From an optimization exercise on the open Yosys and OpenROAD flow, aimed at a short achievable clock period and few clock cycles per item; shortcuts taken in it are not production practice.
Only simulation tests tie the RTL to the original design; equivalence was not proved.

==> module word_mul_add, before the edit <==
module word_mul_add #(
    parameter int WORD_W = 16
) (
    input  logic              clk,
    input  logic [WORD_W-1:0] x,
    input  logic [WORD_W-1:0] y,
    input  logic [WORD_W-1:0] z,
    input  logic [WORD_W-1:0] carry_in,
    output logic [WORD_W-1:0] sum,
    output logic [WORD_W-1:0] carry_out
);
    logic [2*WORD_W:0] wide;   
    assign wide = {{(WORD_W+1){1'b0}}, x} * {{(WORD_W+1){1'b0}}, y}
                + {{(WORD_W+1){1'b0}}, z} + {{(WORD_W+1){1'b0}}, carry_in};
    always_ff @(posedge clk) begin
        sum       <= wide[WORD_W-1:0];
        carry_out <= wide[2*WORD_W-1:WORD_W];
    end
endmodule
==> module mont_mult, before the edit <==
module mont_mult #(
    parameter int NUM_WORDS = 4,
    parameter int WORD_W    = 16
) (
    input  logic                             clk,
    input  logic                             reset,
    input  logic [NUM_WORDS-1:0][WORD_W-1:0] n,
    input  logic [WORD_W-1:0]                nprime0,
    input  logic                             start,    
    output logic                             ready,
    output logic                             done,     
    input  logic [NUM_WORDS-1:0][WORD_W-1:0] a,
    input  logic [NUM_WORDS-1:0][WORD_W-1:0] b,
    output logic [NUM_WORDS-1:0][WORD_W-1:0] result    
);
    localparam int IW = $clog2(NUM_WORDS);
    localparam logic [3:0] MONT_IDLE         = 4'd0;
    localparam logic [3:0] MONT_ACCUM        = 4'd1;
    localparam logic [3:0] MONT_TOP_CARRY    = 4'd2;
    localparam logic [3:0] MONT_QUOTIENT     = 4'd3;
    localparam logic [3:0] MONT_REDUCE       = 4'd4;
    localparam logic [3:0] MONT_REDUCE_TOP   = 4'd5;
    localparam logic [3:0] MONT_REDUCE_CARRY = 4'd6;
    localparam logic [3:0] MONT_SUBTRACT     = 4'd7;
    localparam logic [3:0] MONT_DONE         = 4'd8;
    logic [3:0]    phase;
    logic [IW-1:0] i;          
    logic [IW-1:0] j;          
    logic          cap;        
    logic          last_j;
    logic          borrow;
    logic          keep;       
    logic [WORD_W:0] diff;
    logic [NUM_WORDS+1:0][WORD_W-1:0] v;
    logic [WORD_W-1:0] carry;
    logic [WORD_W-1:0] q;      
    logic [WORD_W-1:0] mx, my, mz, mc;
    logic [WORD_W-1:0] sum, carry_out;
    assign last_j = (j == IW'(NUM_WORDS - 1));
    assign ready  = (phase == MONT_IDLE);
    assign done   = (phase == MONT_DONE);
    assign diff   = {1'b0, v[j]} - {1'b0, n[j]} - {{WORD_W{1'b0}}, borrow};
    assign keep   = (v[NUM_WORDS] != '0) || !diff[WORD_W];
    word_mul_add #(.WORD_W(WORD_W)) mac_i (
        .clk       (clk),
        .x         (mx),
        .y         (my),
        .z         (mz),
        .carry_in  (mc),
        .sum       (sum),
        .carry_out (carry_out)
    );
    always_comb begin
        mx = '0;
        my = '0;
        mz = '0;
        mc = carry;
        case (phase)
            MONT_ACCUM: begin
                mx = a[i];
                my = b[j];
                mz = v[j];
                mc = (j == '0) ? '0 : carry;   
            end
            MONT_TOP_CARRY,
            MONT_REDUCE_TOP:   mz = v[NUM_WORDS];
            MONT_QUOTIENT: begin
                mx = v[0];
                my = nprime0;
                mc = '0;
            end
            MONT_REDUCE: begin
                mx = q;
                my = n[j];
                mz = v[j];
                mc = (j == '0) ? '0 : carry;
            end
            MONT_REDUCE_CARRY: mz = v[NUM_WORDS+1];
            default:           mc = '0;
        endcase
    end
    always_ff @(posedge clk or posedge reset) begin
        if (reset) begin
            phase <= MONT_IDLE;
            i     <= '0;
            j     <= '0;
            cap   <= 1'b0;
        end else begin
            case (phase)
                MONT_IDLE: if (start) phase <= MONT_ACCUM;
                MONT_SUBTRACT: begin
                    j <= last_j ? '0 : j + 1'b1;
                    if (last_j) phase <= MONT_DONE;
                end
                MONT_DONE: phase <= MONT_IDLE;
                default: begin
                    cap <= ~cap;
                    if (cap) begin
                        case (phase)
                            MONT_ACCUM, MONT_REDUCE: begin
                                j <= last_j ? '0 : j + 1'b1;
                                if (last_j && phase == MONT_ACCUM) phase <= MONT_TOP_CARRY;
                                if (last_j && phase == MONT_REDUCE) phase <= MONT_REDUCE_TOP;
                            end
                            MONT_TOP_CARRY:  phase <= MONT_QUOTIENT;
                            MONT_QUOTIENT:   phase <= MONT_REDUCE;
                            MONT_REDUCE_TOP: phase <= MONT_REDUCE_CARRY;
                            default: begin   
                                i     <= (i == IW'(NUM_WORDS - 1)) ? '0 : i + 1'b1;
                                phase <= (i == IW'(NUM_WORDS - 1)) ? MONT_SUBTRACT : MONT_ACCUM;
                            end
                        endcase
                    end
                end
            endcase
        end
    end
    always_ff @(posedge clk) begin
        if (phase == MONT_IDLE && start) begin
            v      <= '0;
            borrow <= 1'b0;
        end
        if (cap) begin
            case (phase)
                MONT_ACCUM:      v[j] <= sum;
                MONT_TOP_CARRY: begin
                    v[NUM_WORDS]   <= sum;
                    v[NUM_WORDS+1] <= carry_out;
                end
                MONT_QUOTIENT:   q <= sum;
                MONT_REDUCE:     if (j != '0) v[j-1'b1] <= sum;   
                MONT_REDUCE_TOP: v[NUM_WORDS-1] <= sum;
                default:         v[NUM_WORDS] <= sum;             
            endcase
            carry <= carry_out;
        end
        if (phase == MONT_SUBTRACT) begin
            borrow <= diff[WORD_W];
            if (!last_j || keep) result[j] <= diff[WORD_W-1:0];
            else result <= v[NUM_WORDS-1:0];
        end
    end
endmodule
export LEC_CHECK = 0
export CAP_MARGIN = 60
export CORE_MARGIN = 2
export CORE_UTILIZATION = 40
export SETUP_SLACK_MARGIN = 5
export SLEW_MARGIN = 60
create_clock -name core_clock -period 10.0 [get_ports {clk}]
standard.sh (not shown) runs the stock make flow with config.mk's settings and CLKGATE_MAP_FILE= SYNTH_SCRIPT=/design/flow/synth_recipe.tcl, a recipe that flattens the netlist after the stock synthesis.
==> flow/flow/run.sh <==
#!/bin/bash
# The standard layout (standard.sh, unchanged synthesis and steps) with a
# larger setup margin for ORFS's repair_timing; SDC and clock period unchanged.
set -euo pipefail
bash standard.sh SETUP_SLACK_MARGIN=6.5 finish > flow_standard.log 2>&1
Testbench counts at the start, summed over its fixed seeds: cycles 639,465, jobs 64.
Rerun with:
--- a/flow/design.v
+++ b/flow/design.v
@@ -13,12 +13,10 @@
 );
     logic [2*WORD_W:0] wide;   
     assign wide = {{(WORD_W+1){1'b0}}, x} * {{(WORD_W+1){1'b0}}, y}
                 + {{(WORD_W+1){1'b0}}, z} + {{(WORD_W+1){1'b0}}, carry_in};
-    always_ff @(posedge clk) begin
-        sum       <= wide[WORD_W-1:0];
-        carry_out <= wide[2*WORD_W-1:WORD_W];
-    end
+    assign sum       = wide[WORD_W-1:0];
+    assign carry_out = wide[2*WORD_W-1:WORD_W];
 endmodule
 `default_nettype wire
 `timescale 1ns/100ps
 `default_nettype none
@@ -107,9 +105,9 @@
         if (reset) begin
             phase <= MONT_IDLE;
             i     <= '0;
             j     <= '0;
-            cap   <= 1'b0;
+            cap   <= 1'b1;
         end else begin
             case (phase)
                 MONT_IDLE: if (start) phase <= MONT_ACCUM;
                 MONT_SUBTRACT: begin
@@ -117,9 +115,9 @@
                     if (last_j) phase <= MONT_DONE;
                 end
                 MONT_DONE: phase <= MONT_IDLE;
                 default: begin
-                    cap <= ~cap;
+                    cap <= 1'b1;   
                     if (cap) begin
                         case (phase)
                             MONT_ACCUM, MONT_REDUCE: begin
                                 j <= last_j ? '0 : j + 1'b1;
@@ -143,9 +141,9 @@
         if (phase == MONT_IDLE && start) begin
             v      <= '0;
             borrow <= 1'b0;
         end
-        if (cap) begin
+        if (cap && phase != MONT_IDLE && phase != MONT_SUBTRACT && phase != MONT_DONE) begin
             case (phase)
                 MONT_ACCUM:      v[j] <= sum;
                 MONT_TOP_CARRY: begin
                     v[NUM_WORDS]   <= sum;
After rerunning: Die area drops by 0.56%; core utilization is about the same; critical path depth is higher by 6; worst hold slack gets worse by 0.015 ns; register-to-register slack gets better by 0.18 ns; final area falls by about 1%; sequential cell count came out lower by 33.
Testbench counts after the change, summed over its fixed seeds: cycles 338,793, jobs 64.

[afterwards: timing with drivers on the ports]
How much do the figures lean on ideal ports? The routed layouts below were timed once more, with nothing changed but the port constraints. Step 1 assumes that a clkbuf_16 drives the clock port and a buf_2 every other input. Step 2 adds t to the input delays and takes it off the output delays; t is the mean of the earliest and latest rising clock arrival at the registers after step 1. Input paths then give back, and output paths get back, about the clock's delay inside the block. Three values: ideal, step 1, step 2; two values: the first two.
| run | t, ns | slack for setup (ns) | hold WS [ns] | worst register clock-pin slew, ns | pins driven straight from the clock port |
|---|---|---|---|---|---|
| the first run | 0.758 | 2.340 / 2.346 / 1.588 | 0.411 / 0.411 / 0.411 | 0.07 / 0.07 | 1 |
| the second run | 0.742 | 2.536 / 2.536 / 1.910 | 0.396 / 0.396 / 0.396 | 0.07 / 0.07 | 1 |
After both steps every run listed still meets setup and hold. The setup slack of the first run, which loses most, moves by +0.006 ns with the drivers and by -0.752 ns with both steps.
